Context: an optimization exercise on an open-source flow, tuned for small area. The choices shown serve that exercise and are no tape-out recipe. In this exercise RTL edits were held to simulation tests only and were not proved equivalent to the original. Power and IR drop assume default switching activity. No driver is modelled on the clock port, so clocking that relies on it looks cheaper here than on a real chip.

==> v19: inputs <==
==> flow/design.v (excerpt) <==
module data_mem_responder
#(
    parameter int DATA_W = 32,
    parameter int ADDR_W = 10,
    parameter int DEPTH  = dmem_pkg::DMEM_DEPTH
) (
    input  logic              clk,
    input  logic              reset,
    input  logic              req_valid,
    output logic              req_ready,
    input  logic              req_write,
    input  logic [ADDR_W-1:0] req_addr,
    input  logic [DATA_W-1:0] req_wdata,
    output logic              resp_valid,
    input  logic              resp_ready,
    output logic [DATA_W-1:0] resp_rdata,
    output logic              resp_err,
    output logic              resp_zero
);
==> module dmem_array, before the edit <==
module dmem_array
#(
    parameter int DATA_W = 32,
    parameter int DEPTH  = dmem_pkg::DMEM_DEPTH,
    parameter int IDX_W  = dmem_pkg::DMEM_IDX_W
) (
    input  logic              clk,
    input  logic              i_clr,
    input  logic              i_we,
    input  logic [IDX_W-1:0]  i_waddr,
    input  logic [DATA_W-1:0] i_wdata,
    input  logic [3:0]        i_rlo,
    input  logic [DEPTH/4-1:0] i_rhi,
    input  logic              i_show,
    output logic [DATA_W-1:0] o_rdata,
    output logic              o_zero
);
    logic                         r_par;
    logic [DEPTH-1:0][DATA_W-1:0] r_bits;
    logic [DEPTH-1:0][DATA_W-1:0] w_next;
    logic [DEPTH-1:0]             w_row_a;
    logic [DEPTH-1:0]             w_row_b;
    logic [DEPTH-1:0]             w_rsel_n;
    logic [DATA_W-1:0]            w_col_d;
    logic [DATA_W-1:0]            w_col_z;
    logic                         w_show0_n;
    logic                         w_show1_n;
    always_ff @(posedge clk) begin
        r_par <= ~r_par & ~i_clr;
    end
    always_comb begin
        for (int i = 0; i < DEPTH; i++) begin
            w_row_a[i]  = ~(i_we & ~i_clr & (i_waddr == IDX_W'(i)));
            w_row_b[i]  = ~w_row_a[i] | i_clr;
            w_rsel_n[i] = ~(i_rlo[i % 4] & i_rhi[i / 4]);
        end
    end
    assign w_col_d = i_wdata ^ {DATA_W{r_par}};
    for (genvar i = 0; i < DEPTH; i++) begin : g_row
        for (genvar j = 0; j < DATA_W; j++) begin : g_bit
            dmem_cell_nx u_nx (
                .i_a (w_row_a[i]),
                .i_b (w_row_b[i]),
                .i_d (w_col_d[j]),
                .i_s (r_bits[i][j]),
                .o_y (w_next[i][j])
            );
        end
    end
    always_ff @(posedge clk) begin
        r_bits <= w_next;
    end
    assign w_show0_n = ~(i_show & ~r_par);
    assign w_show1_n = ~(i_show & r_par);
    for (genvar j = 0; j < DATA_W; j++) begin : g_col
        logic [DEPTH-1:0] w_col_s;
        for (genvar i = 0; i < DEPTH; i++) begin : g_s
            assign w_col_s[i] = r_bits[i][j];
        end
        dmem_rd_col #(.DEPTH(DEPTH)) u_col (
            .i_sel_n   (w_rsel_n),
            .i_s       (w_col_s),
            .i_show0_n (w_show0_n),
            .i_show1_n (w_show1_n),
            .o_z       (w_col_z[j]),
            .o_q       (o_rdata[j])
        );
    end
    assign o_zero = r_par ? ~(|w_col_z) : (&w_col_z);
endmodule
==> module dmem_cell_nx, before the edit <==
module dmem_cell_nx (
    input  logic i_a,
    input  logic i_b,
    input  logic i_d,
    input  logic i_s,
    output logic o_y
);
    assign o_y = ~((i_a | i_d) & (i_b | i_s));
endmodule
==> module data_mem_responder, before the edit <==
module data_mem_responder
#(
    parameter int DATA_W = 32,
    parameter int ADDR_W = 10,
    parameter int DEPTH  = dmem_pkg::DMEM_DEPTH
) (
    input  logic              clk,
    input  logic              reset,
    input  logic              req_valid,
    output logic              req_ready,
    input  logic              req_write,
    input  logic [ADDR_W-1:0] req_addr,
    input  logic [DATA_W-1:0] req_wdata,
    output logic              resp_valid,
    input  logic              resp_ready,
    output logic [DATA_W-1:0] resp_rdata,
    output logic              resp_err,
    output logic              resp_zero
);
    localparam int IDX_W = dmem_pkg::DMEM_IDX_W;
    logic               r_wait;
    logic               r_resp;
    logic [3:0]         r_rlo;
    logic [DEPTH/4-1:0] r_rhi;
    logic               r_load;
    logic               r_err;
    logic               r_zero;
    logic               w_idle;
    logic               w_accept;
    logic               w_in_range;
    logic               w_mem_we;
    logic               w_mem_zero;
    assign w_idle     = ~r_wait & ~r_resp;
    assign w_accept   = req_valid & w_idle;
    assign w_in_range = (req_addr[ADDR_W-1:IDX_W] == '0);
    assign w_mem_we   = w_accept & req_write & w_in_range;
    dmem_array #(
        .DATA_W (DATA_W),
        .DEPTH  (DEPTH),
        .IDX_W  (IDX_W)
    ) u_array (
        .clk     (clk),
        .i_clr   (reset),
        .i_we    (w_mem_we),
        .i_waddr (req_addr[IDX_W-1:0]),
        .i_wdata (req_wdata),
        .i_rlo   (r_rlo),
        .i_rhi   (r_rhi),
        .i_show  (r_resp & r_load),
        .o_rdata (resp_rdata),
        .o_zero  (w_mem_zero)
    );
    always_ff @(posedge clk) begin
        if (reset) begin
            r_wait <= 1'b0;
            r_resp <= 1'b0;
        end else begin
            r_wait <= w_accept;
            r_resp <= r_wait | (r_resp & ~resp_ready);
        end
    end
    always_ff @(posedge clk) begin
        if (w_idle) begin
            for (int k = 0; k < 4; k++)
                r_rlo[k] <= (req_addr[1:0] == 2'(k));
            for (int k = 0; k < DEPTH / 4; k++)
                r_rhi[k] <= (req_addr[IDX_W-1:2] == (IDX_W-2)'(k));
            r_load <= ~req_write & w_in_range;
            r_err  <= ~w_in_range;
        end
    end
    always_ff @(posedge clk) begin
        r_zero <= ~r_load | w_mem_zero;
    end
    assign req_ready  = w_idle;
    assign resp_valid = r_resp;
    assign resp_err   = r_resp & r_err;
    assign resp_zero  = r_resp & r_zero;
endmodule
Settings: LEC_CHECK=0, CAP_MARGIN=20, CORE_MARGIN=2, CORE_UTILIZATION=40, SLEW_MARGIN=20, SYNTH_HIERARCHICAL=1; clock period 6.0 ns.
standard.sh (not shown) runs the stock make flow with config.mk's settings and CLKGATE_MAP_FILE= SYNTH_SCRIPT=/design/flow/synth_recipe.tcl, a recipe that flattens the netlist after the stock synthesis.
==> flow/flow/run.sh <==
#!/bin/bash
# Standard ORFS layout (the standard.sh) with three knobs changed:
#  - port buffers use the small sky130_fd_sc_hd__buf_1 (repair may upsize);
#  - CTS inserts no dummy loads;
#  - CTS leaf clustering set below.
# Everything else, synthesis included, is the standard flow.
set -euo pipefail
export BUFFER_PORTS_ARGS="-buffer_cell sky130_fd_sc_hd__buf_1"
export CTS_ARGS="-sink_clustering_enable -repair_clock_nets -dont_use_dummy_load"
bash standard.sh > standard_flow.log 2>&1
==> v38 (differences from v19) <==
--- a/flow/flow/run.sh
+++ b/flow/flow/run.sh
@@ -4,7 +4,8 @@
 #  - CTS inserts no dummy loads;
 #  - CTS leaf clustering set below.
 # Everything else, synthesis included, is the standard flow.
 set -euo pipefail
 export BUFFER_PORTS_ARGS="-buffer_cell sky130_fd_sc_hd__buf_1"
-export CTS_ARGS="-sink_clustering_enable -repair_clock_nets -dont_use_dummy_load"
+export CTS_ARGS="-sink_clustering_enable -repair_clock_nets -dont_use_dummy_load -buf_list sky130_fd_sc_hd__clkbuf_16 -root_buf sky130_fd_sc_hd__clkbuf_16 -sink_clustering_size 25 -sink_clustering_max_diameter 100"
+export RECOVER_POWER=100
 bash standard.sh > standard_flow.log 2>&1
==> v18 (differences from v19) <==
==> flow/design.v (replaced) <==
package dmem_pkg;
    localparam int DMEM_DEPTH = 32;
    localparam int DMEM_IDX_W = 5;
endpackage
module dmem_array
#(
    parameter int DATA_W = 32,
    parameter int DEPTH  = dmem_pkg::DMEM_DEPTH,
    parameter int IDX_W  = dmem_pkg::DMEM_IDX_W
) (
    input  logic              clk,
    input  logic              i_clr,
    input  logic              i_we,
    input  logic [IDX_W-1:0]  i_waddr,
    input  logic [DATA_W-1:0] i_wdata,
    input  logic [IDX_W-1:0]  i_raddr,
    output logic [DATA_W-1:0] o_rdata
);
    logic              r_par;
    logic [DATA_W-1:0] r_bits [DEPTH];
    logic [DEPTH-1:0]  w_row_a;
    logic [DEPTH-1:0]  w_row_b;
    logic [DATA_W-1:0] w_col_d;
    logic [DATA_W-1:0] w_sel;
    always_ff @(posedge clk) begin
        r_par <= ~r_par & ~i_clr;
    end
    always_comb begin
        for (int i = 0; i < DEPTH; i++) begin
            w_row_a[i] = ~(i_we & ~i_clr & (i_waddr == IDX_W'(i)));
            w_row_b[i] = ~w_row_a[i] | i_clr;
        end
    end
    assign w_col_d = i_wdata ^ {DATA_W{r_par}};
    always_ff @(posedge clk) begin
        for (int i = 0; i < DEPTH; i++) begin
            for (int j = 0; j < DATA_W; j++) begin
                r_bits[i][j] <= ~((w_row_a[i] | w_col_d[j]) & (w_row_b[i] | r_bits[i][j]));
            end
        end
    end
    always_comb begin
        w_sel = '0;
        for (int i = 0; i < DEPTH; i++) begin
            w_sel = w_sel | (r_bits[i] & {DATA_W{i_raddr == IDX_W'(i)}});
        end
    end
    assign o_rdata = w_sel ^ {DATA_W{r_par}};
endmodule
module data_mem_responder
#(
    parameter int DATA_W = 32,
    parameter int ADDR_W = 10,
    parameter int DEPTH  = dmem_pkg::DMEM_DEPTH
) (
    input  logic              clk,
    input  logic              reset,
    input  logic              req_valid,
    output logic              req_ready,
    input  logic              req_write,
    input  logic [ADDR_W-1:0] req_addr,
    input  logic [DATA_W-1:0] req_wdata,
    output logic              resp_valid,
    input  logic              resp_ready,
    output logic [DATA_W-1:0] resp_rdata,
    output logic              resp_err,
    output logic              resp_zero
);
    localparam int IDX_W = dmem_pkg::DMEM_IDX_W;
    logic             r_wait;
    logic             r_resp;
    logic [IDX_W-1:0] r_idx;
    logic             r_load;
    logic             r_err;
    logic              w_idle;
    logic              w_accept;
    logic              w_in_range;
    logic              w_mem_we;
    logic [DATA_W-1:0] w_mem_rdata;
    logic              w_show;
    assign w_idle     = ~r_wait & ~r_resp;
    assign w_accept   = req_valid & w_idle;
    assign w_in_range = (req_addr[ADDR_W-1:IDX_W] == '0);
    assign w_mem_we   = w_accept & req_write & w_in_range;
    dmem_array #(
        .DATA_W (DATA_W),
        .DEPTH  (DEPTH),
        .IDX_W  (IDX_W)
    ) u_array (
        .clk     (clk),
        .i_clr   (reset),
        .i_we    (w_mem_we),
        .i_waddr (req_addr[IDX_W-1:0]),
        .i_wdata (req_wdata),
        .i_raddr (r_idx),
        .o_rdata (w_mem_rdata)
    );
    always_ff @(posedge clk) begin
        if (reset) begin
            r_wait <= 1'b0;
            r_resp <= 1'b0;
        end else begin
            r_wait <= w_accept;
            r_resp <= r_wait | (r_resp & ~resp_ready);
        end
    end
    always_ff @(posedge clk) begin
        if (w_idle) begin
            r_idx  <= req_addr[IDX_W-1:0];
            r_load <= ~req_write & w_in_range;
            r_err  <= ~w_in_range;
        end
    end
    assign w_show = r_resp & r_load;
    assign req_ready  = w_idle;
    assign resp_valid = r_resp;
    assign resp_rdata = w_show ? w_mem_rdata : '0;
    assign resp_err   = r_resp & r_err;
    assign resp_zero  = r_resp & (resp_rdata == '0);
endmodule
==> flow/run.sh (new file) <==
#!/bin/bash
# synth_recipe.tcl (not shown) runs the flow's synth.tcl, then flattens the netlist and writes it again
# the make line also repeats each setting of config.mk as NAME=value (left out here)
make -C /OpenROAD-flow-scripts/flow DESIGN_CONFIG=/design/flow/config.mk WORK_HOME=/design/flow/orfs CLKGATE_MAP_FILE= SYNTH_SCRIPT=/design/flow/synth_recipe.tcl finish
SYNTH_HIERARCHICAL = unset   (was 1)
removed: flow/flow/run.sh
removed: flow/standard.sh
==> v39 (differences from v19) <==
--- a/flow/design.v
+++ b/flow/design.v
@@ -8,46 +8,45 @@
     parameter int DEPTH  = dmem_pkg::DMEM_DEPTH,
     parameter int IDX_W  = dmem_pkg::DMEM_IDX_W
 ) (
     input  logic              clk,
     input  logic              i_clr,
-    input  logic              i_we,
-    input  logic [IDX_W-1:0]  i_waddr,
-    input  logic [DATA_W-1:0] i_wdata,
+    input  logic              i_kill,
+    input  logic [IDX_W-1:0]  i_kaddr,
+    input  logic              i_set,
+    input  logic [DATA_W-1:0] i_sdata,
     input  logic [3:0]        i_rlo,
     input  logic [DEPTH/4-1:0] i_rhi,
     input  logic              i_show,
     output logic [DATA_W-1:0] o_rdata,
     output logic              o_zero
 );
     logic                         r_par;
     logic [DEPTH-1:0][DATA_W-1:0] r_bits;
     logic [DEPTH-1:0][DATA_W-1:0] w_next;
-    logic [DEPTH-1:0]             w_row_a;
-    logic [DEPTH-1:0]             w_row_b;
+    logic [DEPTH-1:0]             w_row_r;
     logic [DEPTH-1:0]             w_rsel_n;
     logic [DATA_W-1:0]            w_col_d;
     logic [DATA_W-1:0]            w_col_z;
     logic                         w_show0_n;
     logic                         w_show1_n;
     always_ff @(posedge clk) begin
         r_par <= ~r_par & ~i_clr;
     end
     always_comb begin
         for (int i = 0; i < DEPTH; i++) begin
-            w_row_a[i]  = ~(i_we & ~i_clr & (i_waddr == IDX_W'(i)));
-            w_row_b[i]  = ~w_row_a[i] | i_clr;
             w_rsel_n[i] = ~(i_rlo[i % 4] & i_rhi[i / 4]);
-        end
-    end
-    assign w_col_d = i_wdata ^ {DATA_W{r_par}};
+            w_row_r[i]  = i_clr | (i_kill & (i_kaddr == IDX_W'(i))) |
+                          (i_set & ~w_rsel_n[i]);
+        end
+    end
+    assign w_col_d = {DATA_W{i_clr | i_kill}} | (i_sdata ^ {DATA_W{r_par}});
     for (genvar i = 0; i < DEPTH; i++) begin : g_row
         for (genvar j = 0; j < DATA_W; j++) begin : g_bit
             dmem_cell_nx u_nx (
-                .i_a (w_row_a[i]),
-                .i_b (w_row_b[i]),
-                .i_d (w_col_d[j]),
+                .i_r (w_row_r[i]),
+                .i_c (w_col_d[j]),
                 .i_s (r_bits[i][j]),
                 .o_y (w_next[i][j])
             );
         end
     end
@@ -71,17 +70,16 @@
         );
     end
     assign o_zero = r_par ? ~(|w_col_z) : (&w_col_z);
 endmodule
 module dmem_cell_nx (
-    input  logic i_a,
-    input  logic i_b,
-    input  logic i_d,
+    input  logic i_r,
+    input  logic i_c,
     input  logic i_s,
     output logic o_y
 );
-    assign o_y = ~((i_a | i_d) & (i_b | i_s));
+    assign o_y = ~((i_r & i_c) | i_s);
 endmodule
 module dmem_rd_col
 #(
     parameter int DEPTH = dmem_pkg::DMEM_DEPTH
 ) (
@@ -152,10 +150,11 @@
     logic [3:0]         r_rlo;
     logic [DEPTH/4-1:0] r_rhi;
     logic               r_load;
     logic               r_err;
     logic               r_zero;
+    logic [DATA_W-1:0]  r_wdata;
     logic               w_idle;
     logic               w_accept;
     logic               w_in_range;
     logic               w_mem_we;
     logic               w_mem_zero;
@@ -168,13 +167,14 @@
         .DEPTH  (DEPTH),
         .IDX_W  (IDX_W)
     ) u_array (
         .clk     (clk),
         .i_clr   (reset),
-        .i_we    (w_mem_we),
-        .i_waddr (req_addr[IDX_W-1:0]),
-        .i_wdata (req_wdata),
+        .i_kill  (w_mem_we),
+        .i_kaddr (req_addr[IDX_W-1:0]),
+        .i_set   (r_wait & ~r_load & ~r_err),
+        .i_sdata (r_wdata),
         .i_rlo   (r_rlo),
         .i_rhi   (r_rhi),
         .i_show  (r_resp & r_load),
         .o_rdata (resp_rdata),
         .o_zero  (w_mem_zero)
@@ -197,10 +197,13 @@
             r_load <= ~req_write & w_in_range;
             r_err  <= ~w_in_range;
         end
     end
     always_ff @(posedge clk) begin
+        r_wdata <= req_wdata;
+    end
+    always_ff @(posedge clk) begin
         r_zero <= ~r_load | w_mem_zero;
     end
     assign req_ready  = w_idle;
     assign resp_valid = r_resp;
     assign resp_err   = r_resp & r_err;
==> flow/flow/run.sh (replaced) <==
#!/bin/bash
# Standard ORFS layout (the standard.sh, synthesis included) with these
# knobs changed:
#  - before floorplan, combinational cells are put back to drive 1
#    (flow/downsize.tcl); repair sizes up where needed;
#  - port buffers use the small sky130_fd_sc_hd__buf_1 (repair may upsize);
#  - CTS inserts no dummy loads, and clusters up to 30 sinks per
#    clkbuf_16 leaf buffer.
set -euo pipefail
export PRE_FLOORPLAN_TCL="$PWD/flow/downsize.tcl"
export BUFFER_PORTS_ARGS="-buffer_cell sky130_fd_sc_hd__buf_1"
export CTS_ARGS="-sink_clustering_enable -repair_clock_nets -dont_use_dummy_load -buf_list sky130_fd_sc_hd__clkbuf_16 -root_buf sky130_fd_sc_hd__clkbuf_16 -sink_clustering_size 30 -sink_clustering_max_diameter 120"
bash standard.sh > standard_flow.log 2>&1
==> flow/flow/downsize.tcl (new file) <==
# Before floorplan: put every combinational cell that synthesis sized up
# back to its drive-1 variant (same function); the later repair steps size
# up again only where slew, capacitance or timing need it.
set db [ord::get_db]
set block [ord::get_db_block]
set n 0
foreach inst [$block getInsts] {
  set name [[$inst getMaster] getName]
  if { ![regexp {^(sky130_fd_sc_hd__[a-z0-9]+)_([0-9]+)$} $name -> base drive] } {
    continue
  }
  if { $drive <= 1 } {
    continue
  }
  if { [regexp {df|dl|buf|inv|conb|tap|fill|decap} $base] } {
    continue
  }
  set m1 [$db findMaster ${base}_1]
  if { $m1 ne "NULL" && $m1 ne "" } {
    $inst swapMaster $m1
    incr n
  }
}
puts "downsize.tcl: $n instances set to drive 1"
PLACE_DENSITY = 0.75   (was unset)
==> notes.md <==
metric                                                          v19                                              v38                      v39                     v18
Run status                                  complete, no violations                                  failed layout checks  complete, no violations         failed layout checks
Reasons for failing layout checks                                 -  max-capacitance violations, max-slew violations                        -    negative setup slack
Register share of total power                                 49.9%                                            57.2%                    61.9%                   44.7%
Combinational logic power                                   2.23 mW                                          2.21 mW                  2.02 mW                 2.21 mW
Vias per inst                                                  6.95                                             6.97                     6.32                    6.54
Aggregate negative setup slack                                 0 ns                                             0 ns                     0 ns              -0.0345 ns
Register-to-register path setup slack                       1.09 ns                                          0.82 ns                  1.07 ns                 2.52 ns
Multi-input gate count                                         1925                                             1925                     1943                    3188
Post-synth top area share                                     62.1%                                            62.1%                        -                   48.1%
Adder-cell share of the synthesized area                         0%                                               0%                        -                      0%
Multi-input combinational cell area                     0.0128 mm^2                                      0.0128 mm^2              0.0110 mm^2             0.0207 mm^2
Max-cap violation count                                           0                                               28                        0                       0
Storage element area                                    0.0210 mm^2                                      0.0210 mm^2              0.0216 mm^2             0.0208 mm^2
Setup bufs post-CTS                                               0                                                0                        0                      49
Fraction of area in multi-input gates                         32.3%                                            33.7%                    30.5%                   40.7%
Setup WS pre-CTS                                            1.23 ns                                          1.23 ns                  1.35 ns               -0.653 ns
Capture point of the worst path                      resp_rdata[31]                                    resp_rdata[3]            resp_rdata[2]               resp_zero
Met1 Track Usage GR                                           42.1%                                            43.0%                    32.9%                   49.1%
Worst Slack Setup Final                                    0.349 ns                                         0.181 ns                 0.442 ns              -0.0345 ns
Highest-delay cell along the critical path  sky130_fd_sc_hd__nor4_1                          sky130_fd_sc_hd__nor4_1  sky130_fd_sc_hd__nor4_1  sky130_fd_sc_hd__or4_1
Reported net switching power                                4.36 mW                                          4.00 mW                  3.95 mW                 4.72 mW
Placed wire-length estimate                                 82.9 mm                                          82.9 mm                  64.5 mm                  118 mm
Reg-to-reg endpoint                                          r_zero                                           r_zero                   r_zero  u_array.r_bits[24][19]
Nonclk inv count                                                  1                                                1                        1                       5

-- separate check: timing with driven ports --
The results above use ideal ports. As a check the final layouts listed here were re-extracted and re-timed, cells and wires unchanged.
Step 1 sets driving cells, clkbuf_16 on the clock port and buf_2 on the other inputs (assumed; they add their load-dependent delay and slew).
Step 2, shift: input delay + t, output delay - t, t = (earliest + latest rising clock arrival at the registers) / 2. This alone moves slack from input paths to output paths.
a / b / c = ideal ports / drivers / drivers and shift; a / b = the first two.
run | t (ns) | slack for setup (ns) | worst setup path at the end | latest minus earliest clock arrival (ns) | worst register clock-pin slew, ns
v19 | 0.708 | 0.349 / 0.280 / 0.988 | register to output | 0.079 / 0.079 | 0.06 / 0.06
v38 | 0.696 | 0.181 / 0.113 / -0.365 | input to register | 0.071 / 0.072 | 0.11 / 0.11
v18 | 0.782 | -0.035 / -0.115 / 0.668 | register to output | 0.043 / 0.043 | 0.07 / 0.07
v39 | 0.664 | 0.442 / 0.378 / 1.042 | register to output | 0.053 / 0.053 | 0.12 / 0.12
The setup slack of v38, which loses most, moves by -0.068 ns with the drivers and by -0.546 ns with both steps.
